Background: an optimization exercise with open tools, aiming at small area. Do not read the settings as production practice.
In this exercise RTL edits were held to simulation tests only and were not proved equivalent to the original.
No activity file was given, so power comes from the tool's default toggle rates.

==> flow/design.v <==
`default_nettype none
package synth_pkg;
	localparam int SAMPLE_INTERVAL = 1500;          
	localparam int FREQ_DEFAULT = 50;               
	localparam int RATE_DEFAULT = 270;
	localparam int INITIAL_DEFAULT = 511;
	localparam int SPREAD_DEFAULT = 120;
endpackage
`default_nettype wire
`default_nettype none
import synth_pkg::*;
module additive_synth_top (
	input wire ADC_Data_Received,
	input wire reset,
	input wire i_param_load,
	input wire [15:0] i_param_freq,
	input wire [8:0] i_param_rate,
	input wire [8:0] i_param_initial,
	input wire [15:0] i_param_spread,
	output logic o_dac_cs,
	output logic o_dac_clock,
	output logic o_dac_bit
);
	logic [10:0] cnt;                  
	logic active;                      
	logic [7:0] rc;                    
	logic [3:0] b;
	logic copy;                        
	assign b = rc[3:0];
	assign copy = (cnt == 11'd1499) || (cnt == 11'd2047);
	always_ff @(posedge ADC_Data_Received) begin
		if (reset) begin
			cnt <= 11'd2047;
			active <= 1'b0;
			rc <= 8'd0;
		end else begin
			cnt <= copy ? 11'd0 : cnt + 11'd1;
			if (cnt == 11'd1499)
				active <= 1'b1;
			rc <= rc + 8'd1;
		end
	end
	localparam logic [15:0] FREQ_ROT = 16'(FREQ_DEFAULT) << 1;
	localparam logic [15:0] SPREAD_ROT = 16'(SPREAD_DEFAULT) << 1;
	logic [15:0] live_freq, live_spread, snap_freq, snap_spread;
	logic [8:0] live_rate, live_init, snap_rate;
	logic lv;
	logic [1:0] qs;
	always_ff @(posedge ADC_Data_Received) begin
		if (i_param_load) begin
			live_freq <= i_param_freq;
			live_rate <= i_param_rate;
			live_init <= i_param_initial;
			live_spread <= i_param_spread;
		end
		if (reset)
			lv <= 1'b0;
		else if (i_param_load)
			lv <= 1'b1;
	end
	always_ff @(posedge ADC_Data_Received) begin
		if (reset) begin
			snap_freq <= FREQ_ROT;
			snap_spread <= SPREAD_ROT;
			snap_rate <= 9'(RATE_DEFAULT);
			qs <= 2'd0;
		end else if (copy && lv) begin
			snap_freq <= live_freq;
			snap_spread <= live_spread;
			snap_rate <= live_rate;
			qs <= rc[3:2];
		end else begin
			snap_freq <= {snap_freq[0], snap_freq[15:1]};
			snap_spread <= {snap_spread[0], snap_spread[15:1]};
		end
	end
	logic wk;                          
	logic [1:0] w;                     
	logic [3:0] k;                     
	logic kz;
	logic alive;                       
	logic last_word;
	assign kz = (k == 4'd0);
	assign last_word = (b == 4'd15);
	logic [255:0] ring;
	logic head, tap, head_val, head_in, pc, pcn;
	logic [15:0] adv;
	logic adv_out, adv_in, ac, acn, op;
	logic clearing, pa;
	assign head = ring[255];
	assign tap = ring[239];
	assign clearing = !active && (cnt[10:8] == 3'd0);
	assign head_val = head && !clearing;
	assign pa = wk && (w == 2'd1) && alive;
	assign adv_out = adv[0];
	assign {pcn, head_in} = head_val + (pa && adv_out) + (pc && (b != 4'd0));
	always_comb begin
		if ((w == 2'd1) || (w == 2'd0 && kz))
			op = snap_freq[{qs, 2'b01}];
		else if (w == 2'd2)
			op = snap_spread[{qs, 2'b01}];
		else
			op = 1'b0;
	end
	assign {acn, adv_in} = adv_out + op + (ac && (b != 4'd0));
	always_ff @(posedge ADC_Data_Received) begin
		ring <= {ring[254:0], head_in};
		pc <= pcn;
		adv <= {wk ? adv_in : 1'b0, adv[15:1]};
		ac <= acn;
	end
	logic [14:0] x;
	logic s;
	logic seen_a, ain, out_a, clip, magbit;
	logic [14:0] acc_a;
	logic [15:0] sum_a;
	assign ain = (w == 2'd1) && (b != 4'd15) && (head ^ seen_a);
	logic [15:0] ca;
	assign ca[0] = 1'b0;
	for (genvar i = 0; i < 15; i++) begin : g_add_a
		assign {ca[i+1], sum_a[i]} = acc_a[i] + (ain && x[i]) + ca[i];
	end
	assign sum_a[15] = ca[15];
	assign out_a = sum_a[0];
	assign clip = (x == 15'h4000);
	assign magbit = out_a || clip;
	always_ff @(posedge ADC_Data_Received) begin
		if (w == 2'd0 && b != 4'd15)
			x <= {tap, x[14:1]};
		if (w == 2'd1 && b == 4'd15)
			s <= head;
		seen_a <= !last_word && (seen_a || head);
		acc_a <= sum_a[15:1];
	end
	logic [8:0] lvl, acc_b;
	logic [9:0] sum_b;
	logic magwin, ratewin, bin, out_b, seen_b, rate_bit;
	logic [15:0] rate_vec;
	assign magwin = (w == 2'd1 && b >= 4'd13) || (w == 2'd2 && b <= 4'd11);
	assign ratewin = wk && !kz && ((w == 2'd0 && b >= 4'd9) || (w == 2'd1 && b <= 4'd1));
	assign rate_vec = {snap_rate[6:0], 7'b0, snap_rate[8], snap_rate[7]};
	assign rate_bit = rate_vec[b];
	assign bin = magwin ? magbit : (ratewin && rate_bit);
	logic [9:0] cb;
	assign cb[0] = 1'b0;
	for (genvar i = 0; i < 9; i++) begin : g_add_b
		assign {cb[i+1], sum_b[i]} = acc_b[i] + (bin && lvl[i]) + cb[i];
	end
	assign sum_b[9] = cb[9];
	assign out_b = sum_b[0];
	always_ff @(posedge ADC_Data_Received) begin
		acc_b <= sum_b[9:1];
		seen_b <= !(w == 2'd1 && b == 4'd12) && (seen_b || out_b);
		if (!reset && copy)
			lvl <= lv ? live_init : 9'(INITIAL_DEFAULT);
		else if (wk && !kz && w == 2'd1 && b == 4'd2)
			lvl <= acc_b;
	end
	logic [15:0] tl_lo, tr_lo;
	logic [2:0] tl_hi, tr_hi;
	logic vflag, par, first, aw, hiwin, tc, tcn, t_op, t_out, cbit, t_in;
	assign hiwin = (w == 2'd0) && (b >= 4'd6);
	assign cbit = vflag && (out_b ^ (s && seen_b));
	assign t_out = hiwin ? (par ? tr_hi[0] : tl_hi[0]) : (par ? tr_lo[0] : tl_lo[0]);
	assign t_op = !first && t_out;
	assign {tcn, t_in} = t_op + cbit + (tc && !(w == 2'd2 && b == 4'd6));
	always_ff @(posedge ADC_Data_Received) begin
		if (w == 2'd1 && b == 4'd15) begin
			vflag <= alive;
			par <= k[0];
			first <= (k[3:1] == 3'd0);
		end
		tc <= tcn;
		tl_lo <= {(aw && !hiwin && !par) ? t_in : tl_lo[0], tl_lo[15:1]};
		tr_lo <= {(aw && !hiwin && par) ? t_in : tr_lo[0], tr_lo[15:1]};
		if (aw && hiwin && !par)
			tl_hi <= {t_in, tl_hi[2:1]};
		if (aw && hiwin && par)
			tr_hi <= {t_in, tr_hi[2:1]};
	end
	always_ff @(posedge ADC_Data_Received) begin
		if (reset) begin
			wk <= 1'b0;
			w <= 2'd0;
			k <= 4'd0;
			alive <= 1'b0;
			aw <= 1'b0;
		end else begin
			if (!wk) begin
				if (rc == 8'd255 && cnt[10:8] == 3'd1) begin
					wk <= 1'b1;
					alive <= 1'b1;
				end
			end else if (last_word) begin
				if (w == 2'd1 && (adv_out || k == 4'd15))
					alive <= 1'b0;
				if (w == 2'd2) begin
					w <= 2'd0;
					k <= k + 4'd1;
					if (k == 4'd15)
						wk <= 1'b0;
				end else begin
					w <= w + 2'd1;
				end
			end
			if (w == 2'd2 && b == 4'd5)
				aw <= 1'b1;
			else if (w == 2'd0 && b == 4'd8)
				aw <= 1'b0;
		end
	end
	logic fr, hb, lb;
	logic [3:0] m, pos;
	logic [15:0] lo;
	logic [2:0] hi;
	assign fr = active && (cnt[10:6] == 5'd0);
	assign m = cnt[4:1];
	assign pos = 4'd9 - m - b;
	assign lo = cnt[5] ? tr_lo : tl_lo;
	assign hi = cnt[5] ? tr_hi : tl_hi;
	assign hb = (m[3:1] == 3'd0) ? hi[2] : (m[0] ? hi[0] : hi[1]);
	assign lb = lo[pos];
	assign o_dac_cs = !fr;
	assign o_dac_clock = fr && cnt[0];
	assign o_dac_bit = fr && ((m[3:2] == 2'd0) ? hb : lb);
endmodule
`default_nettype wire
==> flow/flow/run.sh <==
#!/bin/bash
# Standard ORFS layout with a leaner clock tree (large leaf clusters, no
# dummy loads) and the smallest buffer on each port.
set -uo pipefail
bash standard.sh \
  "CTS_ARGS=-sink_clustering_enable -repair_clock_nets -buf_list sky130_fd_sc_hd__clkbuf_4 -sink_clustering_size 11 -sink_clustering_max_diameter 45 -dont_use_dummy_load" \
  "BUFFER_PORTS_ARGS=-buffer_cell sky130_fd_sc_hd__buf_1" \
  finish > orfs_make.log 2>&1
status=$?
cp -r orfs/logs orfs_logs 2>/dev/null || true
exit $status
==> flow/standard.sh <==
#!/bin/bash
# synth_recipe.tcl (not shown) runs the flow's synth.tcl, then flattens the netlist and writes it again
# the make line also repeats each setting of config.mk as NAME=value (left out here)
make -C /OpenROAD-flow-scripts/flow DESIGN_CONFIG=/design/flow/config.mk WORK_HOME=/design/flow/orfs CLKGATE_MAP_FILE= SYNTH_SCRIPT=/design/flow/synth_recipe.tcl "${@:-finish}"
==> flow/config.mk <==
export PLATFORM = sky130hd
export DESIGN_NAME = additive_synth_top
export DESIGN_NICKNAME = additive_synth_top
export VERILOG_FILES = /design/flow/design.v
export SDC_FILE = /design/flow/constraint.sdc
export NUM_CORES = 4
export LEC_CHECK = 0
export CAP_MARGIN = 20
export CORE_MARGIN = 2
export CORE_UTILIZATION = 40
export PLACE_DENSITY = 0.6
export SLEW_MARGIN = 20
==> flow/constraint.sdc <==
create_clock -name core_clock -period 12.0 [get_ports {ADC_Data_Received}]
set_input_delay 2.4000 -clock core_clock [delete_from_list [all_inputs] [get_ports {ADC_Data_Received}]]
set_output_delay 2.4000 -clock core_clock [all_outputs]
set_load 0.01 [all_outputs]
==> results of run 1 <==
[per-layer routing]
layer / vias to the layer above / wire length [microns] / GRT usage
met1: 3251 / 10100 / 0.167
met2: 102 / 8410 / 0.170
li1: 3438 / - / -
met3: 50 / 860 / 0.0237
met4: 0 / 555 / 0.0441
met5: - / 0 / 0
[layout make-up]
type,count,share of cell area
repair buffers,60,0.0166
clock buffers,52,0.0260
diodes,1,0.000167
inverters,32,0.00800
well taps,455,0.0379
flip-flops and latches,490,0.709
multi-input cells,434,0.202
[power breakdown]
group,internal (W),switching (W),leakage [nW]
clock network,0.000199,0.000457,0.239
logic,0.000102,0.000144,1.44
registers,0.00172,0.0000418,4.13
total,0.00203,0.000643,5.81
[flip-flops by register name, summed over array words and instances, names as in the netlist, 16 cells and up]
| signal | cells |
|---|---|
| live_spread | 16 |
| live_freq | 16 |
| snap_spread | 16 |
| snap_freq | 16 |
| adv | 16 |
| tr_lo | 16 |
| ring | 256 |
| tl_lo | 16 |
[metrics by stage]
step	power [W]	setup WS, ns	cells	hold WS, ns	utilization
floorplan	0.00200	4.42	988	0.310	-
global placement	0.00205	4.26	1471	0.310	0.424
detailed placement	0.00205	4.11	1471	0.312	0.424
CTS	0.00271	4.18	1523	0.283	0.436
global route	0.00281	3.75	1524	0.281	0.436
finish	0.00267	4.19	1524	0.298	0.436
[cells by family (layout without fill, tap and decap cells)]
family / after synthesis / count (layout) / share of synthesized area
simple gates: 254 / 254 / 0.0879
buf+inv: 64 / 144 / 0.0217
fa+ha+maj: 41 / 41 / 0.0507
compound gates: 94 / 94 / 0.0397
flops: 490 / 490 / 0.762
mux: 25 / 25 / 0.0255
xor+xnor: 20 / 20 / 0.0125
other cells: 0 / 1 / 0
[final timing paths]
check              end  slack [ns]  cells past startpoint
max reg2reg  acc_a[13]        4.19                     21
min          ring[129]        0.30                      0
min reg2reg  ring[129]        0.30                      0
max          acc_a[13]        4.19                     21
[layout by cell type (no fill, tap or decap), drive strengths merged, types with 3 or more instances in the layout]
cell,n
fa,26
and3,4
nor3b,3
or3,3
and2,19
mux2i,15
mux2,3
dfxtp,406
o21ai,25
nand3,26
xor2,10
ha,15
a211oi,3
edfxtp,84
clkbuf,54
xnor2,10
nor4,3
inv,32
nand4,6
mux4,7
a21oi,45
o211ai,3
nand2b,7
o221ai,3
nor2,32
nor2b,21
buf,58
nor3,12
nand2,111
[worst max-delay path, stage by stage (launching register included)]
cell and delay (ns):
sky130_fd_sc_hd__dfxtp_1 0.63, sky130_fd_sc_hd__and2_1 0.31, sky130_fd_sc_hd__nand2_1 0.14, sky130_fd_sc_hd__and3_1 0.33, sky130_fd_sc_hd__and2_1 0.21, sky130_fd_sc_hd__ha_1 0.19
sky130_fd_sc_hd__fa_1 0.41, sky130_fd_sc_hd__fa_1 0.43, sky130_fd_sc_hd__fa_1 0.42, sky130_fd_sc_hd__fa_1 0.42, sky130_fd_sc_hd__fa_1 0.42, sky130_fd_sc_hd__fa_1 0.42
sky130_fd_sc_hd__fa_1 0.43, sky130_fd_sc_hd__fa_1 0.43, sky130_fd_sc_hd__fa_1 0.42, sky130_fd_sc_hd__fa_1 0.43, sky130_fd_sc_hd__fa_1 0.42, sky130_fd_sc_hd__fa_1 0.42
sky130_fd_sc_hd__fa_1 0.39, sky130_fd_sc_hd__inv_1 0.08, sky130_fd_sc_hd__fa_1 0.41, sky130_fd_sc_hd__inv_1 0.05
==> flow_summary.toml, run 1 <==
[clock_tree]
post_cts.repair.setup_buffers = 0
cts-hold-fix-buffers = 0
htree_levels = 2
cts-buffers-inserted = 52
clock_tree.buffer_depth = 3
numClockSinks = 490
cts_tree = "built"
clock_insertion_delay_worst_skew_ns = 0.71
cts.clk_slew.worst_paths_ns = 0.12
root_buffer = "sky130_fd_sc_hd__clkbuf_4"
post_cts_resize_count = 0

[min_path]
hold_path.startpoint = "ring[128]"
timing.hold.worst.class = "reg2reg"

[synthesis]
postSynthRegisterBits = 490
main_synth_ff_type = "sky130_fd_sc_hd__dfxtp_1"
synth_sequential_area_ratio = 0.762
yosys.cell_count.top_type = "sky130_fd_sc_hd__dfxtp_1"
post_synth.cell_area_avg_sq_um = 14.1
netlist.top_cell.by_area = "sky130_fd_sc_hd__dfxtp_1"
netlist_instances = 988
synth_largest_type_area_fraction = 0.582
synth_edf_count = 84
syn_nets = 1082
synth_top_cells_by_count = "sky130_fd_sc_hd__dfxtp_1, sky130_fd_sc_hd__nand2_1, sky130_fd_sc_hd__edfxtp_1"
total_of_warnings_raised_by_yosys = 1
post_synth_instance_area_sq_um = 14000
synth_cell_types = 57
synthArstFlopShare = 0
synth_top_cells_by_area = "sky130_fd_sc_hd__dfxtp_1, sky130_fd_sc_hd__edfxtp_1, sky130_fd_sc_hd__fa_1, sky130_fd_sc_hd__nand2_1, sky130_fd_sc_hd__a21oi_1"

[die]
rows = 68
die_w_microns = 191
dieArea_sq_um = 36500
core_area_sq_um = 34500
die-height_microns = 191
top_level_ports = 56
initial_utilization = 0.406

[sta]
final.min_clock_period_ns = 7.81
final.setup.tns_ns = 0
maxClockFrequency_mhz = 128
final-max-slew-violation-count = 0
report.final.setup_viol = 0
timing_hold_violations_final = 0
clock-skew-final_ns = 0.0972
tightest_slew_ns = 0.730
max-slew-margin-rel = 0.512
final_min_period_over_clock_period = 0.651
setup_repair_after_global_routing_missed_its_margin = "false"

[layout]
net_count_of_the_finished_layout = 1164
syn2layout_area_growth_pct = 7.44
layout.area.seq_sq_um = 10700
multi_input_area_sq_um = 3040
fraction_of_final_layout_cells_sized_beyond_drive_strength_1 = 0.0721
fin_area_sq_um = 15000
fillers = 3190

[global_route]
first_global_vias = 6904
antenna_found_initial = 1
overflow = 0
grt_use_total = 0.115
grt_start_max_net_pins = 54
grt_first_pass_wirelength_microns = 34300

[routing]
post-route-drc-count = 0
vias = 6841
avgRoutedWirePerCell_microns = 13.1
initialDrtViolationCount = 391
drtAntennaViolNets = 0
routed_wirelength_microns = 19900
avgViaCountPerCell = 4.49
detail_route.first_pass.iterations = 4

[placement]
postPlaceCellArea_sq_um = 14600
gp_congestion = 0.812
port_buffers = 55
hpwl_microns = 12400

[setup_path]
worst-setup-path-type = "reg2reg"
crit_required_ns = 12.67
r2r_startpoint = "rc[3]"
timing.critical_path.from = "rc[3]"
critical_path.endpoint_type = "register"
worstPathMaxFanout = 15
worst_ep_arrival_time_ns = 8.48
crit_path_start_kind = "register"

[power_and_ir_drop]
max-vdd-ir-drop_uv = 95.7
p_per_area_nw_per_um2 = 178
p_leak_nw = 5.81

[run_status]
status = "complete, no violations"

[job]
timing.max_cap.violations = 0
==> inputs of run 2 (changes only) <==
==> flow/flow/run.sh (replaced) <==
#!/bin/bash
# Standard ORFS layout with a leaner clock tree (large leaf clusters, no
# dummy loads) and the smallest buffer on each port.
set -uo pipefail
bash standard.sh \
  "CTS_ARGS=-sink_clustering_enable -repair_clock_nets -buf_list sky130_fd_sc_hd__clkbuf_8 -sink_clustering_size 18 -sink_clustering_max_diameter 60 -dont_use_dummy_load" \
  "BUFFER_PORTS_ARGS=-buffer_cell sky130_fd_sc_hd__buf_1" \
  finish > orfs_make.log 2>&1
status=$?
cp -r orfs/logs orfs_logs 2>/dev/null || true
exit $status
==> run 2 against run 1 <==
Net effect: still clean on timing, DRC and antenna; sequential cell count unchanged; global-route usage is 0.12 points lower; via count is 1.7% lower; fmax rose by 0.59%; sequential power barely moved; critical path type unchanged; largest power group unchanged.
==> flow_summary.toml, run 2 <==
[run_status]
status = "complete, no violations"

[clock_tree]
post_cts.repair.setup_buffers = 0
numClockSinks = 490
cts.clk_slew.worst_paths_ns = 0.10
root_buffer = "sky130_fd_sc_hd__clkbuf_8"
clock_insertion_delay_worst_skew_ns = 0.58
htree_levels = 2
clock_tree.buffer_depth = 3
cts_tree = "built"
post_cts_resize_count = 0
cts-buffers-inserted = 35
cts-hold-fix-buffers = 0

[layout]
fraction_of_final_layout_cells_sized_beyond_drive_strength_1 = 0.0571
fin_area_sq_um = 15100
antennaDiodeCount = 0
layout_commonest_cell = "sky130_fd_sc_hd__dfxtp_1"
number_of_flip_flops_under_the_largest_register_name = 256
net_count_of_the_finished_layout = 1147
reg_with_most_ffs = "ring"
most-common-layout-cells = "sky130_fd_sc_hd__dfxtp_1, sky130_fd_sc_hd__nand2_1, sky130_fd_sc_hd__edfxtp_1, sky130_fd_sc_hd__buf_1, sky130_fd_sc_hd__a21oi_1"
syn2layout_area_growth_pct = 8.07

[setup_path]
worst-setup-path-type = "reg2reg"
worst_path_max_delay_cell = "sky130_fd_sc_hd__dfxtp_1"
crit_path_start_kind = "register"
crit_chain = "and2_1 > nand2_1 > and3_1 > and2_1 > ha_1 > fa_1 > fa_1 > fa_1 > fa_1 > fa_1 > fa_1 > fa_1 > fa_1 > fa_1 > fa_1 > fa_1 > fa_1 > fa_1 > inv_1 > fa_1 > inv_1"
cell_occurring_most_often_along_the_worst_timing_path = "sky130_fd_sc_hd__fa_1"
critical_path.endpoint_type = "register"
timing.critical_path.from = "rc[3]"
worstPathMaxFanout = 15
critical-path-max-stage-delay_ns = 0.61
worst_ep_arrival_time_ns = 8.30
r2r_startpoint = "rc[3]"
crit_required_ns = 12.53

[routing]
detail_route.first_pass.iterations = 4
vias = 6723
initialDrtViolationCount = 407
post-route-drc-count = 0
avgRoutedWirePerCell_microns = 13.2
avgViaCountPerCell = 4.46
routed_wirelength_microns = 19800
drtAntennaViolNets = 0

[sta]
max-slew-margin-rel = 0.512
timing_hold_violations_final = 0
tightest_slew_ns = 0.730
final_min_period_over_clock_period = 0.647
final.setup.tns_ns = 0
clock-skew-final_ns = 0.103
setup_repair_after_global_routing_missed_its_margin = "false"
final.min_clock_period_ns = 7.77
final-max-slew-violation-count = 0
report.final.setup_viol = 0
maxClockFrequency_mhz = 129

[synthesis]
synth_sequential_area_ratio = 0.762
post_synth_instance_area_sq_um = 14000
syn_nets = 1082
synth_top_cells_by_area = "sky130_fd_sc_hd__dfxtp_1, sky130_fd_sc_hd__edfxtp_1, sky130_fd_sc_hd__fa_1, sky130_fd_sc_hd__nand2_1, sky130_fd_sc_hd__a21oi_1"
yosys.cell_count.top_type = "sky130_fd_sc_hd__dfxtp_1"
synth_cell_types = 57
netlist.top_cell.by_area = "sky130_fd_sc_hd__dfxtp_1"
total_of_warnings_raised_by_yosys = 1
post_synth.cell_area_avg_sq_um = 14.1
netlist_instances = 988
synth_largest_type_area_fraction = 0.582
main_synth_ff_type = "sky130_fd_sc_hd__dfxtp_1"
synth_top_cells_by_count = "sky130_fd_sc_hd__dfxtp_1, sky130_fd_sc_hd__nand2_1, sky130_fd_sc_hd__edfxtp_1"
postSynthRegisterBits = 490
synth_edf_count = 84
synthArstFlopShare = 0

[die]
dieArea_sq_um = 36500
initial_utilization = 0.406
die_w_microns = 191
rows = 68
top_level_ports = 56
core_area_sq_um = 34500
die-height_microns = 191

[min_path]
hold_path.startpoint = "ring[211]"
timing.hold.worst.class = "reg2reg"

[global_route]
overflow = 0
grt_first_pass_wirelength_microns = 33800
grt_use_total = 0.114
antenna_found_initial = 0
grt_start_max_net_pins = 54
first_global_vias = 6772

[placement]
gp_congestion = 0.812
hpwl_microns = 12400
postPlaceCellArea_sq_um = 14600
port_buffers = 55

[power_and_ir_drop]
p_comb_frac = 0.090
sequential_cell_fraction_of_total_power = 0.647
p_per_area_nw_per_um2 = 181
power.net_switching_w = 0.000640
switching_share = 0.235
power_frac_clock = 0.263
p_leak_nw = 5.82
p_int_w = 0.00209
max-vdd-ir-drop_uv = 112

[job]
timing.max_cap.violations = 0
run 2: cell types whose count changed in the layout (fill, tap and decap cells not counted), sizes merged:
cell / previous run / this run
clkbuf: 54 / 37
diode: 1 / 0
run 2: path summary, 6_finish.rpt:
kind                                   to  slack, ns  cells after the start
worst max-delay path            acc_a[13]       4.23                     21
worst min-delay path            ring[212]       0.29                      0
worst max register to register  acc_a[13]       4.23                     21
worst min register to register  ring[212]       0.29                      0
run 2: final cells by class:
type | count | area [sq um]
Inverter | 32 | 120
Tap cell | 455 | 569
Clock buffer | 35 | 482
Sequential cell | 490 | 10700
Fill cell | 3164 | 19400
Timing Repair Buffer | 60 | 249
Multi-Input combinational cell | 434 | 3040
run 2: cell families (layout without fill, tap and decap cells):
group / count (synthesis) / in the layout / synth area share
xor gates and xnor gates: 20 / 20 / 0.0125
muxes: 25 / 25 / 0.0255
DFF: 490 / 490 / 0.762
AOI/OAI and AO/OA: 94 / 94 / 0.0397
and+or+nand+nor: 254 / 254 / 0.0879
buffers and inverters: 64 / 127 / 0.0217
adders and majority gates: 41 / 41 / 0.0507
run 2: per-layer routing:
layer	vias up	part of all wire	GRT usage	routed length, microns
li1	3376	-	-	-
met1	3222	0.51	0.166	10200
met2	86	0.42	0.170	8330
met3	39	0.040	0.0224	800
met4	0	0.025	0.0400	489
met5	-	0	0	0
run 2: power groups by stage:
stage          Clock [W]  Combinational (W)  Sequential [W]
2_1_floorplan          0           0.000212         0.00179
3_3_place_gp           0           0.000244         0.00180
3_5_place_dp           0           0.000249         0.00180
4_1_cts         0.000753           0.000250         0.00177
5_1_grt         0.000807           0.000280         0.00177
6_report        0.000718           0.000246         0.00177
run 2: metrics by stage:
stage               total power, W  hold slack (ns)  setup slack, ns  cells   util
finish                     0.00273            0.289             4.23   1506  0.438
floorplan                  0.00200            0.310             4.42    988      -
CTS                        0.00277            0.295             4.18   1506  0.438
detailed placement         0.00205            0.312             4.11   1471  0.424
global placement           0.00205            0.310             4.26   1471  0.424
global route               0.00286            0.314             3.78   1506  0.438
run 2: critical path, delay by kind of cell, from the launching register on:
family | cells | cell delay (ns)
flops | 1 | 0.61
fa+ha+maj | 15 | 6.07
simple gates | 4 | 0.98
buf+inv | 2 | 0.13
==> inputs of run 3 (changes only) <==
==> flow/flow/run.sh (replaced) <==
#!/bin/bash
# Standard ORFS layout with a leaner clock tree (large leaf clusters, no
# dummy loads) and the smallest buffer on each port.
set -uo pipefail
bash standard.sh \
  "CTS_ARGS=-sink_clustering_enable -repair_clock_nets -buf_list sky130_fd_sc_hd__clkbuf_8 -sink_clustering_size 20 -sink_clustering_max_diameter 65 -dont_use_dummy_load" \
  "BUFFER_PORTS_ARGS=-buffer_cell sky130_fd_sc_hd__buf_1" \
  finish > orfs_make.log 2>&1
status=$?
cp -r orfs/logs orfs_logs 2>/dev/null || true
exit $status
--- a/flow/config.mk
+++ b/flow/config.mk
@@ -7,6 +7,6 @@
 export LEC_CHECK = 0
 export CAP_MARGIN = 20
 export CORE_MARGIN = 2
-export CORE_UTILIZATION = 40
-export PLACE_DENSITY = 0.6
+export CORE_UTILIZATION = 55
+export PLACE_DENSITY = 0.7
 export SLEW_MARGIN = 20
==> run 3 against run 2 <==
Net effect: count of clock-buffer cells in the layout down 6; first-iteration DRC count down 20%; synthesized cell count unchanged; sequential power about the same; sequential cell count unchanged; final area down 1.6%; total power down 2.3%; still clean on timing, DRC and antenna; area after synthesis unchanged; critical path depth unchanged; worst setup slack worse by 0.12 ns.
==> flow_summary.toml, run 3 <==
[layout]
net_count_of_the_finished_layout = 1141
most-common-layout-cells = "sky130_fd_sc_hd__dfxtp_1, sky130_fd_sc_hd__nand2_1, sky130_fd_sc_hd__edfxtp_1, sky130_fd_sc_hd__buf_1, sky130_fd_sc_hd__a21oi_1"
number_of_flip_flops_under_the_largest_register_name = 256
instances_no_fill = 1375
layout_commonest_cell = "sky130_fd_sc_hd__dfxtp_1"
syn2layout_area_growth_pct = 6.36
final_util = 0.594
reg_with_most_ffs = "ring"
fillers = 2010
antennaDiodeCount = 0
fraction_of_final_layout_cells_sized_beyond_drive_strength_1 = 0.0517

[sta]
timing_hold_violations_final = 0
final-max-slew-violation-count = 0
report.final.setup_viol = 0
final.min_clock_period_ns = 7.88
maxClockFrequency_mhz = 127
max-slew-margin-rel = 0.530
final.setup.worst_slack_ns = 4.12
final_min_period_over_clock_period = 0.657
setup_repair_after_global_routing_missed_its_margin = "false"
clock-skew-final_ns = 0.110
tightest_slew_ns = 0.703
final.setup.tns_ns = 0

[power_and_ir_drop]
sequential_cell_fraction_of_total_power = 0.664
p_per_area_nw_per_um2 = 179
p_leak_nw = 5.78
max-vdd-ir-drop_uv = 142
p_int_w = 0.00204
switching_share = 0.233
power_frac_clock = 0.245
power.net_switching_w = 0.000623
totalPowerFinal_w = 0.00267
p_comb_frac = 0.091

[synthesis]
postSynthRegisterBits = 490
netlist.top_cell.by_area = "sky130_fd_sc_hd__dfxtp_1"
total_of_warnings_raised_by_yosys = 1
netlist_instances = 988
synth_edf_count = 84
synth_largest_type_area_fraction = 0.582
yosys.cell_count.top_type = "sky130_fd_sc_hd__dfxtp_1"
synth_cell_types = 57
syn_nets = 1082
synth_top_cells_by_area = "sky130_fd_sc_hd__dfxtp_1, sky130_fd_sc_hd__edfxtp_1, sky130_fd_sc_hd__fa_1, sky130_fd_sc_hd__nand2_1, sky130_fd_sc_hd__a21oi_1"
synth_sequential_area_ratio = 0.762
synthArstFlopShare = 0
post_synth_instance_area_sq_um = 14000
post_synth.cell_area_avg_sq_um = 14.1
synth_top_cells_by_count = "sky130_fd_sc_hd__dfxtp_1, sky130_fd_sc_hd__nand2_1, sky130_fd_sc_hd__edfxtp_1"
main_synth_ff_type = "sky130_fd_sc_hd__dfxtp_1"

[setup_path]
worstPathMaxFanout = 15
r2r_startpoint = "rc[1]"
timing.reg2reg.worst_path_depth = 21
crit_required_ns = 12.55
crit_path_start_kind = "register"
worst_ep_arrival_time_ns = 8.44
ff2ff_setup_slack_ns = 4.12
worst-setup-path-type = "reg2reg"
rr_endpoint = "acc_a[13]"
critical_path.endpoint_type = "register"

[min_path]
min_delay_worst_endpoint = "ring[226]"
holdPathStages = 0
hold_path.startpoint = "ring[225]"
timing.hold.worst.class = "reg2reg"

[placement]
placedCellCount = 1346
hpwl_microns = 11900
port_buffers = 55
gp_congestion = 0.803
place_ws_ns = 4.09

[clock_tree]
cts-hold-fix-buffers = 0
post_cts.repair.setup_buffers = 0
root_buffer = "sky130_fd_sc_hd__clkbuf_8"
numClockSinks = 490
cts.clk_slew.worst_paths_ns = 0.12
cts-buffers-inserted = 29
htree_levels = 1
post_cts_resize_count = 0
cts_tree = "built"
clock_tree.buffer_depth = 3
clock_insertion_delay_worst_skew_ns = 0.61

[global_route]
grt_start_max_net_pins = 54
antenna_found_initial = 0
first_global_vias = 6559
grt_use_total = 0.150
overflow = 0
grt_first_pass_wirelength_microns = 32500

[routing]
avgRoutedWirePerCell_microns = 13.6
drtAntennaViolNets = 0
avgViaCountPerCell = 4.82
routed_wirelength_microns = 18700
detail_route.first_pass.iterations = 5
initialDrtViolationCount = 327
post-route-drc-count = 0
vias = 6634

[die]
dieArea_sq_um = 26700
top_level_ports = 56
die_w_microns = 163
die-height_microns = 163
rows = 58
initial_utilization = 0.558
core_area_sq_um = 25000

[job]
timing.max_cap.violations = 0

[run_status]
status = "complete, no violations"
[run 3: how the worst max path moves through the flow]
stage | cells past startpoint | startpoint | to | slack (ns)
2_1_floorplan | 24 | rc[2] | acc_a[13] | 4.42
3_3_place_gp | 21 | rc[3] | acc_a[13] | 4.27
3_5_place_dp | 21 | rc[3] | acc_a[13] | 4.09
4_1_cts | 21 | rc[1] | acc_a[13] | 4.05
5_1_grt | 21 | rc[0] | acc_a[13] | 3.63
6_report | 21 | rc[1] | acc_a[13] | 4.12
[run 3: metal layers]
layer / GRT usage / routed length, microns
met4: 0.0318 / 288
met3: 0.0284 / 679
met1: 0.233 / 9740
met2: 0.222 / 7990
met5: 0 / 0
[run 3: worst max-delay path, stage by stage, from the launching register on]
cell,delay (ns)
sky130_fd_sc_hd__dfxtp_1,0.58
sky130_fd_sc_hd__ha_1,0.32
sky130_fd_sc_hd__nand2_1,0.12
sky130_fd_sc_hd__and3_1,0.34
sky130_fd_sc_hd__and2_1,0.22
sky130_fd_sc_hd__ha_1,0.19
sky130_fd_sc_hd__fa_1,0.41
sky130_fd_sc_hd__fa_1,0.43
sky130_fd_sc_hd__fa_1,0.42
sky130_fd_sc_hd__fa_1,0.42
sky130_fd_sc_hd__fa_1,0.42
sky130_fd_sc_hd__fa_1,0.42
sky130_fd_sc_hd__fa_1,0.43
sky130_fd_sc_hd__fa_1,0.44
sky130_fd_sc_hd__fa_1,0.44
sky130_fd_sc_hd__fa_1,0.42
sky130_fd_sc_hd__fa_1,0.42
sky130_fd_sc_hd__fa_1,0.42
sky130_fd_sc_hd__fa_1,0.40
sky130_fd_sc_hd__inv_1,0.08
sky130_fd_sc_hd__fa_1,0.41
sky130_fd_sc_hd__inv_1,0.06
[run 3: layout make-up]
type / instances / area [sq um] / share of cell area
clock buffers: 29 / 399 / 0.0268
multi-input cells: 434 / 3040 / 0.204
repair buffers: 60 / 249 / 0.0167
flip-flops and latches: 490 / 10700 / 0.716
inverters: 32 / 120 / 0.00808
well taps: 330 / 413 / 0.0278
[run 3: cells by family (layout without fill, tap and decap cells)]
group	count (synthesis)	count (layout)	synth area share
AOI/OAI and AO/OA	94	94	0.0397
and+or+nand+nor	254	254	0.0879
DFF	490	490	0.762
buffers and inverters	64	121	0.0217
adders and majority gates	41	41	0.0507
muxes	25	25	0.0255
xor gates and xnor gates	20	20	0.0125
[run 3: power groups by stage]
stage	sequential, W	clock [W]	combinational (W)
floorplan	0.00179	0	0.000212
global placement	0.00181	0	0.000240
detailed placement	0.00181	0	0.000243
CTS	0.00177	0.000680	0.000244
global route	0.00178	0.000747	0.000276
finish	0.00177	0.000653	0.000243
[run 3: through the flow]
step | cell area, sq um | hold WS, ns
after CTS | 14900 | 0.291
after floorplan | 14000 | 0.310
final | 14900 | 0.288
after global placement | 14500 | 0.310
after detailed placement | 14500 | 0.312
after global routing | 14900 | 0.300
==> inputs of run 4 (changes only) <==
--- a/flow/config.mk
+++ b/flow/config.mk
@@ -7,6 +7,6 @@
 export LEC_CHECK = 0
 export CAP_MARGIN = 20
 export CORE_MARGIN = 2
-export CORE_UTILIZATION = 55
-export PLACE_DENSITY = 0.7
+export CORE_UTILIZATION = 40
+export PLACE_DENSITY = 0.8
 export SLEW_MARGIN = 20
==> run 4 against run 3 <==
Net effect: final area up 0.99%; clock power fell by 0.9%; global-route usage fell by 3.8 points; utilization down 16 points; critical endpoint unchanged; largest cell class unchanged.
==> flow_summary.toml, run 4 <==
[run_status]
status = "complete, no violations"

[power_and_ir_drop]
switching_share = 0.235
p_per_area_nw_per_um2 = 177
power.net_switching_w = 0.000626
p_leak_nw = 5.77
sequential_cell_fraction_of_total_power = 0.663
p_comb_frac = 0.094
p_int_w = 0.00204
max-vdd-ir-drop_uv = 118
power_frac_clock = 0.243

[die]
dieArea_sq_um = 36500
top_level_ports = 56
die_w_microns = 191
rows = 68
initial_utilization = 0.406
core_area_sq_um = 34500
die-height_microns = 191

[setup_path]
critical_path.endpoint_type = "register"
worst_path_max_delay_cell = "sky130_fd_sc_hd__dfxtp_1"
crit_chain = "and2_1 > nand2_1 > and3_1 > and2_1 > ha_1 > fa_1 > fa_1 > fa_1 > fa_1 > fa_1 > fa_1 > fa_1 > fa_1 > fa_1 > fa_1 > fa_1 > fa_1 > fa_1 > inv_1 > fa_1 > inv_1"
cpLargestDelayFamily = "adder cells"
worst-setup-path-type = "reg2reg"
crit_path_start_kind = "register"
worstPathMaxFanout = 15
crit_required_ns = 12.55
critical-path-max-stage-delay_ns = 0.65
cell_occurring_most_often_along_the_worst_timing_path = "sky130_fd_sc_hd__fa_1"
worst_ep_arrival_time_ns = 8.48
number_of_buffer_and_inverter_stages_on_the_critical_path = 2

[clock_tree]
cts.clk_slew.worst_paths_ns = 0.12
cts-hold-fix-buffers = 0
htree_levels = 1
root_buffer = "sky130_fd_sc_hd__clkbuf_8"
post_cts.repair.setup_buffers = 0
clock_tree.buffer_depth = 3
cts_tree = "built"
cts-buffers-inserted = 28
clock_insertion_delay_worst_skew_ns = 0.60
post_cts_resize_count = 0
numClockSinks = 490

[sta]
final.min_clock_period_ns = 7.93
final.setup.tns_ns = 0
fin_worst_hold_slack_ns = 0.292
clock-skew-final_ns = 0.0568
maxClockFrequency_mhz = 126
timing_hold_violations_final = 0
report.final.setup_viol = 0
final-max-slew-violation-count = 0
tightest_slew_ns = 0.734
final_min_period_over_clock_period = 0.661
max-slew-margin-rel = 0.509
setup_repair_after_global_routing_missed_its_margin = "false"

[synthesis]
synth_largest_type_area_fraction = 0.582
syn_nets = 1082
synth_top_cells_by_count = "sky130_fd_sc_hd__dfxtp_1, sky130_fd_sc_hd__nand2_1, sky130_fd_sc_hd__edfxtp_1"
synth_sequential_area_ratio = 0.762
yosys.cell_count.top_type = "sky130_fd_sc_hd__dfxtp_1"
netlist_instances = 988
post_synth.cell_area_avg_sq_um = 14.1
postSynthRegisterBits = 490
post_synth_instance_area_sq_um = 14000
total_of_warnings_raised_by_yosys = 1
synthArstFlopShare = 0
synth_edf_count = 84
synth_cell_types = 57
main_synth_ff_type = "sky130_fd_sc_hd__dfxtp_1"
netlist.top_cell.by_area = "sky130_fd_sc_hd__dfxtp_1"
synth_top_cells_by_area = "sky130_fd_sc_hd__dfxtp_1, sky130_fd_sc_hd__edfxtp_1, sky130_fd_sc_hd__fa_1, sky130_fd_sc_hd__nand2_1, sky130_fd_sc_hd__a21oi_1"

[layout]
syn2layout_area_growth_pct = 7.42
number_of_flip_flops_under_the_largest_register_name = 256
antennaDiodeCount = 0
layout_commonest_cell = "sky130_fd_sc_hd__dfxtp_1"
instances_no_fill = 1500
fillers = 3056
final_util = 0.436
fraction_of_final_layout_cells_sized_beyond_drive_strength_1 = 0.0517
most-common-layout-cells = "sky130_fd_sc_hd__dfxtp_1, sky130_fd_sc_hd__nand2_1, sky130_fd_sc_hd__edfxtp_1, sky130_fd_sc_hd__buf_1, sky130_fd_sc_hd__a21oi_1"
fin_area_sq_um = 15000
net_count_of_the_finished_layout = 1141
reg_with_most_ffs = "ring"

[placement]
port_buffers = 55
placedCellCount = 1472
hpwl_microns = 13000
postPlaceCellArea_sq_um = 14600
gp_congestion = 0.842

[job]
timing.max_cap.violations = 0

[global_route]
first_global_vias = 6907
antenna_found_initial = 0
grt_first_pass_wirelength_microns = 33700
overflow = 0
grt_use_total = 0.113
grt_start_max_net_pins = 54

[routing]
routed_wirelength_microns = 20100
avgRoutedWirePerCell_microns = 13.4
avgViaCountPerCell = 4.56
initialDrtViolationCount = 376
drtAntennaViolNets = 0
post-route-drc-count = 0
detail_route.first_pass.iterations = 5
vias = 6835

[min_path]
timing.hold.worst.class = "reg2reg"
-- run 4: cell counts after synthesis --
No cell type changed its count.
-- run 4: layout make-up --
class	count	area, sq um	area share
Clock buffer	28	385	0.0257
Inverter	32	120	0.00800
Multi-Input combinational cell	434	3040	0.202
Sequential cell	490	10700	0.709
Tap cell	455	569	0.0379
Timing Repair Buffer	61	254	0.0169
-- run 4: through the flow --
stage	total power [W]	setup WS, ns
after detailed placement	0.00205	4.06
after CTS	0.00269	4.05
after global routing	0.00278	3.65
after global placement	0.00204	4.30
final	0.00266	4.07
after floorplan	0.00200	4.42
-- run 4: per-layer routing --
| metal | up-vias | track usage | wire length (microns) | share of wire |
|---|---|---|---|---|
| li1 | 3366 | - | - | - |
| met1 | 3300 | 0.155 | 9570 | 0.48 |
| met2 | 132 | 0.184 | 9240 | 0.46 |
| met3 | 37 | 0.0182 | 855 | 0.043 |
| met4 | 0 | 0.0316 | 427 | 0.021 |
| met5 | - | 0 | 0 | 0 |
-- run 4: path summary, 6_finish.rpt --
kind                                from         to  slack (ns)  depth (start not counted)
worst max-delay path               rc[3]  acc_a[13]        4.07                         21
worst min-delay path            ring[60]   ring[61]        0.29                          0
worst max register to register     rc[3]  acc_a[13]        4.07                         21
worst min register to register  ring[60]   ring[61]        0.29                          0
-- run 4: worst reg2reg max path: stages (launching register included) --
cell	delay (ns)
sky130_fd_sc_hd__dfxtp_1	0.65
sky130_fd_sc_hd__and2_1	0.32
sky130_fd_sc_hd__nand2_1	0.13
sky130_fd_sc_hd__and3_1	0.33
sky130_fd_sc_hd__and2_1	0.23
sky130_fd_sc_hd__ha_1	0.19
sky130_fd_sc_hd__fa_1	0.42
sky130_fd_sc_hd__fa_1	0.42
sky130_fd_sc_hd__fa_1	0.42
sky130_fd_sc_hd__fa_1	0.43
sky130_fd_sc_hd__fa_1	0.42
sky130_fd_sc_hd__fa_1	0.42
sky130_fd_sc_hd__fa_1	0.43
sky130_fd_sc_hd__fa_1	0.42
sky130_fd_sc_hd__fa_1	0.43
sky130_fd_sc_hd__fa_1	0.42
sky130_fd_sc_hd__fa_1	0.42
sky130_fd_sc_hd__fa_1	0.42
sky130_fd_sc_hd__fa_1	0.41
sky130_fd_sc_hd__inv_1	0.09
sky130_fd_sc_hd__fa_1	0.42
sky130_fd_sc_hd__inv_1	0.06
-- run 4: kinds of logic after synthesis --
kind of cell / synth area share
flops: 0.762
mux: 0.0255
buf+inv: 0.0217
simple gates: 0.0879
fa+ha+maj: 0.0507
compound gates: 0.0397
xor+xnor: 0.0125
-- run 4: power groups by stage --
stage	registers (W)	logic, W	clock network [W]
finish	0.00177	0.000249	0.000647
global route	0.00177	0.000279	0.000722
floorplan	0.00179	0.000212	0
CTS	0.00177	0.000249	0.000670
detailed placement	0.00180	0.000249	0
global placement	0.00180	0.000238	0
==> inputs of run 5 (changes only) <==
--- a/flow/config.mk
+++ b/flow/config.mk
@@ -8,5 +8,5 @@
 export CAP_MARGIN = 20
 export CORE_MARGIN = 2
 export CORE_UTILIZATION = 40
-export PLACE_DENSITY = 0.8
+export PLACE_DENSITY = 0.6
 export SLEW_MARGIN = 20
==> run 5 against run 4 <==
Net effect: combinational power about the same; area after synthesis unchanged; worst setup slack better by 0.13 ns; non-clock buffer count down 1; critical path depth unchanged; die area unchanged; synthesized cell count unchanged; clock skew up 0.0069 ns; clock power up 3.2%; register-to-register slack better by 0.13 ns; worst hold slack worse by 0.010 ns; sequential power about the same; largest cell class unchanged.
==> flow_summary.toml, run 5 <==
[clock_tree]
clock_insertion_delay_worst_skew_ns = 0.61
post_cts.repair.setup_buffers = 0
post_cts_resize_count = 0
cts.clk_slew.worst_paths_ns = 0.12
cts_tree = "built"
clock_tree.buffer_depth = 3
root_buffer = "sky130_fd_sc_hd__clkbuf_8"
numClockSinks = 490
cts-hold-fix-buffers = 0
htree_levels = 1
cts-buffers-inserted = 30

[sta]
maxClockFrequency_mhz = 128
final-max-slew-violation-count = 0
timing_hold_violations_final = 0
report.final.setup_viol = 0
clock-skew-final_ns = 0.0637
setup_repair_after_global_routing_missed_its_margin = "false"
final_min_period_over_clock_period = 0.650
tightest_slew_ns = 0.715
final.setup.tns_ns = 0
final.min_clock_period_ns = 7.80
max-slew-margin-rel = 0.522

[global_route]
grt_start_max_net_pins = 54
antenna_found_initial = 0
first_global_vias = 6678
grt_first_pass_wirelength_microns = 33700
overflow = 0
grt_use_total = 0.112

[power_and_ir_drop]
power_frac_clock = 0.249
sequential_cell_fraction_of_total_power = 0.659
p_int_w = 0.00205
p_leak_nw = 5.78
p_comb_frac = 0.092
p_per_area_nw_per_um2 = 178
switching_share = 0.235
totalPowerFinal_w = 0.00268
power.net_switching_w = 0.000630
max-vdd-ir-drop_uv = 95.6

[layout]
multi_input_area_sq_um = 3040
antennaDiodeCount = 0
layout_commonest_cell = "sky130_fd_sc_hd__dfxtp_1"
net_count_of_the_finished_layout = 1142
fillers = 3159
number_of_flip_flops_under_the_largest_register_name = 256
instances_no_fill = 1501
syn2layout_area_growth_pct = 7.58
reg_with_most_ffs = "ring"
most-common-layout-cells = "sky130_fd_sc_hd__dfxtp_1, sky130_fd_sc_hd__nand2_1, sky130_fd_sc_hd__edfxtp_1, sky130_fd_sc_hd__buf_1, sky130_fd_sc_hd__a21oi_1"
final_util = 0.436
layout.area.seq_sq_um = 10700
fraction_of_final_layout_cells_sized_beyond_drive_strength_1 = 0.0526

[routing]
avgViaCountPerCell = 4.48
avgRoutedWirePerCell_microns = 13.1
vias = 6727
routed_wirelength_microns = 19600
drtAntennaViolNets = 0
post-route-drc-count = 0
initialDrtViolationCount = 402
detail_route.first_pass.iterations = 4

[die]
top_level_ports = 56
die_w_microns = 191
core_area_sq_um = 34500
rows = 68
dieArea_sq_um = 36500
die-height_microns = 191
initial_utilization = 0.406

[placement]
port_buffers = 55
placedCellCount = 1471
hpwl_microns = 12400
gp_congestion = 0.812

[synthesis]
synth_edf_count = 84
synth_top_cells_by_area = "sky130_fd_sc_hd__dfxtp_1, sky130_fd_sc_hd__edfxtp_1, sky130_fd_sc_hd__fa_1, sky130_fd_sc_hd__nand2_1, sky130_fd_sc_hd__a21oi_1"
post_synth_instance_area_sq_um = 14000
netlist.top_cell.by_area = "sky130_fd_sc_hd__dfxtp_1"
post_synth.cell_area_avg_sq_um = 14.1
synth_largest_type_area_fraction = 0.582
synth_top_cells_by_count = "sky130_fd_sc_hd__dfxtp_1, sky130_fd_sc_hd__nand2_1, sky130_fd_sc_hd__edfxtp_1"
netlist_instances = 988
synthArstFlopShare = 0
synth_sequential_area_ratio = 0.762
syn_nets = 1082
total_of_warnings_raised_by_yosys = 1
synth_cell_types = 57
yosys.cell_count.top_type = "sky130_fd_sc_hd__dfxtp_1"
main_synth_ff_type = "sky130_fd_sc_hd__dfxtp_1"
postSynthRegisterBits = 490

[setup_path]
ff2ff_setup_slack_ns = 4.20
worstPathMaxFanout = 15
critical-path-max-stage-delay_ns = 0.60
critical_path.endpoint_type = "register"
number_of_buffer_and_inverter_stages_on_the_critical_path = 2
cell_occurring_most_often_along_the_worst_timing_path = "sky130_fd_sc_hd__fa_1"
crit_chain = "ha_1 > nand2_1 > and3_1 > and2_1 > ha_1 > fa_1 > fa_1 > fa_1 > fa_1 > fa_1 > fa_1 > fa_1 > fa_1 > fa_1 > fa_1 > fa_1 > fa_1 > fa_1 > inv_1 > fa_1 > inv_1"
crit_required_ns = 12.56
cpLargestDelayFamily = "adder cells"
cp_endpoint = "acc_a[13]"
rr_endpoint = "acc_a[13]"
timing.reg2reg.worst_path_depth = 21
worst_ep_arrival_time_ns = 8.36
worst_path_max_delay_cell = "sky130_fd_sc_hd__dfxtp_1"
r2r_startpoint = "rc[0]"
critical_path_depth = 21
worst-setup-path-type = "reg2reg"
timing.critical_path.from = "rc[0]"
crit_path_start_kind = "register"

[min_path]
timing.hold.worst.class = "reg2reg"
holdPathStages = 0
hold_path.startpoint = "ring[2]"

[job]
timing.max_cap.violations = 0

[run_status]
status = "complete, no violations"
[run 5: changes by cell type in the layout (fill, tap and decap cells not counted), sizes merged]
cell and delta:
clkbuf +2, buf -1
[run 5: layout make-up]
| class | instances | share of cell area |
|---|---|---|
| flip-flops and latches | 490 | 0.708 |
| multi-input cells | 434 | 0.202 |
| well taps | 455 | 0.0379 |
| clock buffers | 30 | 0.0275 |
| repair buffers | 60 | 0.0166 |
| inverters | 32 | 0.00799 |
[run 5: power by group through the flow]
stage	sequential (W)	clock (W)	combinational, W
2_1_floorplan	0.00179	0	0.000212
5_1_grt	0.00178	0.000761	0.000280
6_report	0.00177	0.000668	0.000246
4_1_cts	0.00177	0.000702	0.000250
3_3_place_gp	0.00180	0	0.000244
3_5_place_dp	0.00180	0	0.000249
[run 5: layer usage]
metal	part of all wire	wire length, microns	vias to the layer above	track usage
li1	-	-	3371	-
met1	0.52	10100	3234	0.167
met2	0.43	8350	88	0.168
met3	0.039	770	34	0.0213
met4	0.019	373	0	0.0295
met5	0	0	-	0
[run 5: cells by family after synthesis]
| family | share of synthesized area |
|---|---|
| simple gates | 0.0879 |
| compound gates | 0.0397 |
| mux | 0.0255 |
| xor+xnor | 0.0125 |
| fa+ha+maj | 0.0507 |
| flops | 0.762 |
| buf+inv | 0.0217 |
[run 5: worst register-to-register path, delay by kind of cell, from the launching register on]
kind / cells / cell delay (ns)
DFF: 1 / 0.60
and+or+nand+nor: 3 / 0.67
buffers and inverters: 2 / 0.14
adders and majority gates: 16 / 6.37
[run 5: per-stage QoR]
step | cell area [sq um] | hold WS (ns) | setup slack, ns
6_report | 15000 | 0.281 | 4.20
5_1_grt | 15000 | 0.253 | 3.77
4_1_cts | 15000 | 0.262 | 4.16
3_5_place_dp | 14600 | 0.312 | 4.11
3_3_place_gp | 14600 | 0.310 | 4.26
2_1_floorplan | 14000 | 0.310 | 4.42
[run 5: worst min path at each step]
stage                 to  slack, ns
2_1_floorplan     adv[0]       0.31
3_3_place_gp      adv[0]       0.31
6_report         ring[3]       0.28
5_1_grt          ring[3]       0.25
3_5_place_dp   ring[230]       0.31
4_1_cts          ring[3]       0.26
==> inputs of run 6 (changes only) <==
--- a/flow/config.mk
+++ b/flow/config.mk
@@ -8,5 +8,7 @@
 export CAP_MARGIN = 20
 export CORE_MARGIN = 2
 export CORE_UTILIZATION = 40
+export GPL_ROUTABILITY_DRIVEN = 0
+export GPL_TIMING_DRIVEN = 0
 export PLACE_DENSITY = 0.6
 export SLEW_MARGIN = 20
==> run 6 against run 5 <==
Net effect: synthesized cell count is the same; via count grew 1.9%; wire length grew 4.6%; area after synthesis is the same; total power grew 1.2%; clock skew grew 0.018 ns; critical path type unchanged; fmax shrank 3.0%; register-to-register slack lost 0.24 ns.
==> flow_summary.toml, run 6 <==
[layout]
reg_with_most_ffs = "ring"
antennaDiodeCount = 0
layout_commonest_cell = "sky130_fd_sc_hd__dfxtp_1"
fillers = 3149
instances_no_fill = 1530
fraction_of_final_layout_cells_sized_beyond_drive_strength_1 = 0.0595
net_count_of_the_finished_layout = 1171
most-common-layout-cells = "sky130_fd_sc_hd__dfxtp_1, sky130_fd_sc_hd__nand2_1, sky130_fd_sc_hd__edfxtp_1, sky130_fd_sc_hd__buf_1, sky130_fd_sc_hd__a21oi_1"
fin_area_sq_um = 15200
number_of_flip_flops_under_the_largest_register_name = 256
syn2layout_area_growth_pct = 8.84

[synthesis]
syn_nets = 1082
total_of_warnings_raised_by_yosys = 1
synth_sequential_area_ratio = 0.762
netlist_instances = 988
main_synth_ff_type = "sky130_fd_sc_hd__dfxtp_1"
yosys.cell_count.top_type = "sky130_fd_sc_hd__dfxtp_1"
synth_top_cells_by_count = "sky130_fd_sc_hd__dfxtp_1, sky130_fd_sc_hd__nand2_1, sky130_fd_sc_hd__edfxtp_1"
netlist.top_cell.by_area = "sky130_fd_sc_hd__dfxtp_1"
postSynthRegisterBits = 490
post_synth_instance_area_sq_um = 14000
post_synth.cell_area_avg_sq_um = 14.1
synth_edf_count = 84
synth_cell_types = 57
synthArstFlopShare = 0
synth_top_cells_by_area = "sky130_fd_sc_hd__dfxtp_1, sky130_fd_sc_hd__edfxtp_1, sky130_fd_sc_hd__fa_1, sky130_fd_sc_hd__nand2_1, sky130_fd_sc_hd__a21oi_1"
synth_largest_type_area_fraction = 0.582

[sta]
tightest_slew_ns = 0.704
clock-skew-final_ns = 0.0820
final_min_period_over_clock_period = 0.670
final-max-slew-violation-count = 0
final.setup.tns_ns = 0
final.setup.worst_slack_ns = 3.96
maxClockFrequency_mhz = 124
max-slew-margin-rel = 0.528
timing_hold_violations_final = 0
report.final.setup_viol = 0
setup_repair_after_global_routing_missed_its_margin = "false"
final.min_clock_period_ns = 8.04

[routing]
drtAntennaViolNets = 0
post-route-drc-count = 0
avgViaCountPerCell = 4.48
initialDrtViolationCount = 346
vias = 6852
detail_route.first_pass.iterations = 4
avgRoutedWirePerCell_microns = 13.4
routed_wirelength_microns = 20500

[clock_tree]
cts-buffers-inserted = 31
cts_tree = "built"
clock_insertion_delay_worst_skew_ns = 0.63
post_cts_resize_count = 0
cts-hold-fix-buffers = 0
root_buffer = "sky130_fd_sc_hd__clkbuf_8"
htree_levels = 1
clock_tree.buffer_depth = 3
post_cts.repair.setup_buffers = 0
cts.clk_slew.worst_paths_ns = 0.11
numClockSinks = 490

[setup_path]
worst_ep_arrival_time_ns = 8.62
crit_required_ns = 12.59
worst-setup-path-type = "reg2reg"
number_of_buffer_and_inverter_stages_on_the_critical_path = 5
critical-path-max-stage-delay_ns = 0.43
crit_chain = "buf_2 > and2_1 > clkbuf_1 > nand2_1 > and3_1 > clkbuf_1 > and2_1 > ha_1 > fa_1 > fa_1 > fa_1 > fa_1 > fa_1 > fa_1 > fa_1 > fa_1 > fa_1 > fa_1 > fa_1 > fa_1 > fa_1 > inv_1 > fa_1 > inv_1"
crit_path_start_kind = "register"
cpLargestDelayFamily = "adder cells"
cell_occurring_most_often_along_the_worst_timing_path = "sky130_fd_sc_hd__fa_1"
worst_path_max_delay_cell = "sky130_fd_sc_hd__fa_1"
worstPathMaxFanout = 10
critical_path.endpoint_type = "register"

[placement]
placedCellCount = 1499
place_ws_ns = 3.86
port_buffers = 54
postPlaceCellArea_sq_um = 14800
hpwl_microns = 13500

[min_path]
timing.hold.worst.class = "reg2reg"

[global_route]
grt_start_max_net_pins = 33
antenna_found_initial = 0
grt_use_total = 0.118
first_global_vias = 6888
overflow = 0
grt_first_pass_wirelength_microns = 34900

[power_and_ir_drop]
p_leak_nw = 5.87
p_per_area_nw_per_um2 = 178
totalPowerFinal_w = 0.00271
max-vdd-ir-drop_uv = 115

[run_status]
status = "complete, no violations"

[die]
dieArea_sq_um = 36500
die-height_microns = 191
initial_utilization = 0.406
rows = 68
core_area_sq_um = 34500
die_w_microns = 191
top_level_ports = 56

[job]
timing.max_cap.violations = 0
-- run 6: cell count changes in the layout (fill, tap and decap cells not counted), sizes merged --
cell / change
clkbuf: +18
buf: +11
-- run 6: final timing paths --
| kind | to | depth (start not counted) | slack [ns] | startpoint |
|---|---|---|---|---|
| max | acc_a[13] | 24 | 3.96 | rc[2] |
| min | ring[4] | 0 | 0.26 | ring[3] |
| max reg2reg | acc_a[13] | 24 | 3.96 | rc[2] |
| min reg2reg | ring[4] | 0 | 0.26 | ring[3] |
-- run 6: kinds of logic (layout without fill, tap and decap cells) --
family                     after synthesis  in the layout  share of synthesized area
buffers and inverters                   64            151                     0.0217
muxes                                   25             25                     0.0255
and+or+nand+nor                        254            254                     0.0879
xor gates and xnor gates                20             20                     0.0125
DFF                                    490            490                      0.762
adders and majority gates               41             41                     0.0507
AOI/OAI and AO/OA                       94             94                     0.0397
-- run 6: per-stage QoR --
step | utilization | hold slack [ns]
after floorplan | - | 0.310
after global placement | 0.428 | 0.312
after detailed placement | 0.429 | 0.312
after CTS | 0.442 | 0.259
after global routing | 0.442 | 0.295
final | 0.442 | 0.263
-- run 6: where the power goes --
group	switching [W]	internal (W)	leakage, nW
Combinational	0.000157	0.000114	1.52
Sequential	0.0000358	0.00172	4.13
Clock	0.000449	0.000231	0.223
-- run 6: layer usage --
metal  global-route usage  vias to the layer above  part of all wire
li1                     -                     3433                 -
met1                0.174                     3291              0.51
met2                0.176                       94              0.42
met3               0.0218                       34             0.045
met4               0.0337                        0             0.025
met5                    0                        -                 0
-- run 6: area by class of cell --
class,instances,area [sq um],share of cell area
inverters,32,120,0.00790
clock buffers,31,427,0.0280
plain buffers,32,183,0.0120
repair buffers,56,235,0.0155
flip-flops and latches,490,10700,0.700
well taps,455,569,0.0374
multi-input cells,434,3030,0.199
==> inputs of run 7 (changes only) <==
--- a/flow/design.v
+++ b/flow/design.v
@@ -83,17 +83,21 @@
 	assign kz = (k == 4'd0);
 	assign last_word = (b == 4'd15);
 	logic [255:0] ring;
-	logic head, tap, head_val, head_in, pc, pcn;
+	logic head, tap, head_val, head_sum, head_in, pc, pcn, pg, pci;
 	logic [15:0] adv;
 	logic adv_out, adv_in, ac, acn, op;
 	logic clearing, pa;
 	assign head = ring[255];
 	assign tap = ring[239];
 	assign clearing = !active && (cnt[10:8] == 3'd0);
-	assign head_val = head && !clearing;
 	assign pa = wk && (w == 2'd1) && alive;
 	assign adv_out = adv[0];
-	assign {pcn, head_in} = head_val + (pa && adv_out) + (pc && (b != 4'd0));
+	assign head_val = head & !clearing;
+	assign pg = pa & adv_out;
+	assign pci = pc & (b != 4'd0);
+	assign head_sum = head_val ^ pg ^ pci;
+	assign pcn = (head_val & pg) | (pci & (head_val ^ pg));
+	assign head_in = head_sum & !clearing;
 	always_comb begin
 		if ((w == 2'd1) || (w == 2'd0 && kz))
 			op = snap_freq[{qs, 2'b01}];
@@ -118,7 +122,8 @@
 	logic [15:0] ca;
 	assign ca[0] = 1'b0;
 	for (genvar i = 0; i < 15; i++) begin : g_add_a
-		assign {ca[i+1], sum_a[i]} = acc_a[i] + (ain && x[i]) + ca[i];
+		assign sum_a[i] = acc_a[i] ^ (ain & x[i]) ^ ca[i];
+		assign ca[i+1] = (acc_a[i] & (ain & x[i])) | (ca[i] & (acc_a[i] ^ (ain & x[i])));
 	end
 	assign sum_a[15] = ca[15];
 	assign out_a = sum_a[0];
@@ -144,7 +149,8 @@
 	logic [9:0] cb;
 	assign cb[0] = 1'b0;
 	for (genvar i = 0; i < 9; i++) begin : g_add_b
-		assign {cb[i+1], sum_b[i]} = acc_b[i] + (bin && lvl[i]) + cb[i];
+		assign sum_b[i] = acc_b[i] ^ (bin & lvl[i]) ^ cb[i];
+		assign cb[i+1] = (acc_b[i] & (bin & lvl[i])) | (cb[i] & (acc_b[i] ^ (bin & lvl[i])));
 	end
 	assign sum_b[9] = cb[9];
 	assign out_b = sum_b[0];
--- a/flow/config.mk
+++ b/flow/config.mk
@@ -8,7 +8,5 @@
 export CAP_MARGIN = 20
 export CORE_MARGIN = 2
 export CORE_UTILIZATION = 40
-export GPL_ROUTABILITY_DRIVEN = 0
-export GPL_TIMING_DRIVEN = 0
 export PLACE_DENSITY = 0.6
 export SLEW_MARGIN = 20
==> run 7 against run 6 <==
Net effect: first-iteration DRC count decreased by 11%; utilization shrank 0.90 points; cell count decreased by 0.26%; synthesized cell count is 1.7% higher; die area up 3.2%; non-clock buffer count decreased by 27; global-route usage fell by 0.59 points; still clean; worst setup slack gained 0.96 ns; sequential power barely moved; clock skew down 0.017 ns; critical path depth grew 2.
==> flow_summary.toml, run 7 <==
[routing]
drtAntennaViolNets = 0
avgViaCountPerCell = 4.49
initialDrtViolationCount = 309
post-route-drc-count = 0
routed-wl-met2_microns = 9170
routed.top_layer = "met4"
vias = 6847
detail_route.first_pass.iterations = 4
avgRoutedWirePerCell_microns = 13.8
routed_wirelength_microns = 21000
route.layer.met1.wl_microns = 10600
met3_length_microns = 777

[layout]
number_of_flip_flops_under_the_largest_register_name = 256
antennaDiodeCount = 0
net_count_of_the_finished_layout = 1160
most-common-layout-cells = "sky130_fd_sc_hd__dfxtp_1, sky130_fd_sc_hd__nand2_1, sky130_fd_sc_hd__edfxtp_1, sky130_fd_sc_hd__mux2i_1, sky130_fd_sc_hd__nor2_1"
fraction_of_final_layout_cells_sized_beyond_drive_strength_1 = 0.0545
reg_with_most_ffs = "ring"
layout_commonest_cell = "sky130_fd_sc_hd__dfxtp_1"
syn2layout_area_growth_pct = 6.57

[synthesis]
main_synth_ff_type = "sky130_fd_sc_hd__dfxtp_1"
yosys.cell_count.top_type = "sky130_fd_sc_hd__dfxtp_1"
synth_cell_types = 62
netlist.top_cell.by_area = "sky130_fd_sc_hd__dfxtp_1"
synthArstFlopShare = 0
synth_top_cells_by_area = "sky130_fd_sc_hd__dfxtp_1, sky130_fd_sc_hd__edfxtp_1, sky130_fd_sc_hd__mux2i_1, sky130_fd_sc_hd__fa_1, sky130_fd_sc_hd__nand2_1"
fraction_of_the_mapped_netlist_area_in_adder_cells = 0.0482
postSynthRegisterBits = 490
synth_largest_type_area_fraction = 0.563
synth_edf_count = 84
synth_top_cells_by_count = "sky130_fd_sc_hd__dfxtp_1, sky130_fd_sc_hd__nand2_1, sky130_fd_sc_hd__edfxtp_1"
xor_xnor_share_of_the_synthesized_area = 0.0125
post_synth.cell_area_avg_sq_um = 14.4
synth_compound_area_frac = 0.0304
synth_sequential_area_ratio = 0.738
synth.mux.area_fraction = 0.0609
syn_nets = 1098
netlist_instances = 1005
total_of_warnings_raised_by_yosys = 1
synth_top_family_by_area = "simple AND/OR/NAND/NOR gates"
post_synth_instance_area_sq_um = 14400
synth_simple_gate_area_share = 0.0751

[sta]
final_min_period_over_clock_period = 0.590
timing_hold_violations_final = 0
maxClockFrequency_mhz = 141
max-slew-margin-rel = 0.317
final.setup.tns_ns = 0
report.final.setup_viol = 0
setup_repair_after_global_routing_missed_its_margin = "false"
tightest_slew_ns = 1.01
final.min_clock_period_ns = 7.07
final-max-slew-violation-count = 0
clock-skew-final_ns = 0.0649

[setup_path]
worstPathMaxFanout = 15
cell_occurring_most_often_along_the_worst_timing_path = "sky130_fd_sc_hd__fa_1"
critical-path-max-stage-delay_ns = 0.64
r2r_startpoint = "rc[0]"
rr_endpoint = "acc_a[13]"
worst_path_max_delay_cell = "sky130_fd_sc_hd__dfxtp_1"
critical_path.endpoint_type = "register"
worst-setup-path-type = "reg2reg"
worst_ep_arrival_time_ns = 7.61
timing.reg2reg.worst_path_depth = 26
ff2ff_setup_slack_ns = 4.93
crit_path_start_kind = "register"
crit_required_ns = 12.54

[clock_tree]
clock_tree.buffer_depth = 3
root_buffer = "sky130_fd_sc_hd__clkbuf_8"
numClockSinks = 490
htree_levels = 1
cts-buffers-inserted = 30
cts_tree = "built"
post_cts_resize_count = 0
cts.clk_slew.worst_paths_ns = 0.12
clock_insertion_delay_worst_skew_ns = 0.61
post_cts.repair.setup_buffers = 0
cts-hold-fix-buffers = 0

[min_path]
holdPathStages = 0
hold_path.startpoint = "ring[100]"
timing.hold.worst.class = "reg2reg"
min_delay_worst_endpoint = "ring[101]"

[global_route]
grt_use_total = 0.112
first_global_vias = 6803
grt_start_max_net_pins = 77
antenna_found_initial = 0
overflow = 0
grt_first_pass_wirelength_microns = 34900

[power_and_ir_drop]
max-vdd-ir-drop_uv = 118
p_leak_nw = 5.88
p_per_area_nw_per_um2 = 174
totalPowerFinal_w = 0.00268

[placement]
hpwl_microns = 13400
gp_congestion = 0.813
port_buffers = 55

[die]
dieArea_sq_um = 37600
top_level_ports = 56
initial_utilization = 0.406
core_area_sq_um = 35600
rows = 69
die-height_microns = 194
die_w_microns = 194

[run_status]
status = "complete, no violations"

[job]
timing.max_cap.violations = 0
run 7: changes by cell type after synthesis, moves of 8 or more:
cell	previous run	this run
sky130_fd_sc_hd__nand3_1	25	15
sky130_fd_sc_hd__clkbuf_1	19	6
sky130_fd_sc_hd__mux2i_1	15	65
sky130_fd_sc_hd__inv_1	32	51
sky130_fd_sc_hd__nor2b_1	21	7
sky130_fd_sc_hd__nand2_1	111	86
sky130_fd_sc_hd__o21ai_0	24	16
sky130_fd_sc_hd__nor2_1	32	59
sky130_fd_sc_hd__a21oi_1	44	8
run 7: kinds of logic (layout without fill, tap and decap cells):
logic type / after synthesis / count (layout)
flops: 490 / 490
simple gates: 232 / 232
buf+inv: 82 / 142
mux: 78 / 78
compound gates: 64 / 64
fa+ha+maj: 40 / 40
xor+xnor: 19 / 19
run 7: how the worst max path moves through the flow:
stage / from / endpoint
3_5_place_dp: rc[0] / acc_a[13]
3_3_place_gp: rc[0] / acc_a[13]
2_1_floorplan: rc[0] / acc_a[13]
4_1_cts: rc[0] / acc_a[13]
5_1_grt: rc[0] / acc_a[13]
6_report: rc[0] / acc_a[13]
run 7: final cells by class:
class / count / area [sq um]
Clock buffer: 30 / 413
Fill cell: 3265 / 20200
Timing Repair Buffer: 61 / 254
Tap cell: 461 / 577
Multi-Input combinational cell: 433 / 3300
Inverter: 51 / 191
Sequential cell: 490 / 10700
run 7: per-layer routing:
layer,GRT usage,up-vias
met2,0.177,100
met1,0.160,3281
met3,0.0170,32
met4,0.0309,0
li1,-,3434
met5,0,-
run 7: worst max-delay path, delay by kind of cell, from the launching register on:
| kind | cells | cell delay (ns) |
|---|---|---|
| buffers and inverters | 7 | 0.55 |
| AND/OR/NAND/NOR | 3 | 0.70 |
| adder cells (fa/ha/maj) | 16 | 5.13 |
| flip-flops | 1 | 0.64 |
run 7: stage by stage:
| step | instances | utilization | instance area (sq um) | setup slack (ns) | hold slack (ns) |
|---|---|---|---|---|---|
| floorplan | 1005 | - | 14400 | 5.44 | 0.310 |
| global placement | 1496 | 0.421 | 15000 | 5.08 | 0.310 |
| detailed placement | 1496 | 0.421 | 15000 | 4.98 | 0.312 |
| CTS | 1526 | 0.432 | 15400 | 4.93 | 0.283 |
| global route | 1526 | 0.432 | 15400 | 4.49 | 0.294 |
| finish | 1526 | 0.432 | 15400 | 4.93 | 0.297 |
run 7: power breakdown:
group | total, W | switching, W | leakage, nW | internal (W)
Sequential | 0.00177 | 0.0000433 | 4.12 | 0.00172
Combinational | 0.000248 | 0.000138 | 1.54 | 0.000110
Clock | 0.000669 | 0.000444 | 0.216 | 0.000224
Total | 0.00268 | 0.000625 | 5.88 | 0.00206

-- separate check: timing with driven ports --
The flow's constraints put no driver on any port. The routed layouts listed below were extracted and timed again, unchanged, in two steps.
Step 1: set_driving_cell puts a clkbuf_16 on ADC_Data_Received and a buf_2 on each other input, an assumption about the parent block.
Step 2 also shifts input and output timing later by t, the mid clock arrival at the registers, as if the neighbouring blocks saw the same clock.
Slacks: ideal / step 1 / step 2; pairs: ideal / step 1.
| run | t (ns) | setup slack, ns | clock arrival spread, ns | cell pins on the clock port's net |
|---|---|---|---|---|
| run 1 | 0.702 | 4.186 / 4.186 / 4.186 | 0.097 / 0.097 | 1 |
| run 2 | 0.571 | 4.232 / 4.232 / 4.232 | 0.103 / 0.104 | 1 |
| run 3 | 0.595 | 4.116 / 4.116 / 4.116 | 0.110 / 0.111 | 1 |
| run 4 | 0.613 | 4.069 / 4.069 / 4.069 | 0.058 / 0.058 | 1 |
| run 5 | 0.623 | 4.201 / 4.201 / 4.201 | 0.064 / 0.064 | 1 |
| run 6 | 0.633 | 3.964 / 3.964 / 3.964 | 0.083 / 0.083 | 1 |
| run 7 | 0.611 | 4.926 / 4.926 / 4.926 | 0.065 / 0.065 | 1 |
After both steps setup and hold are still met in every run listed.
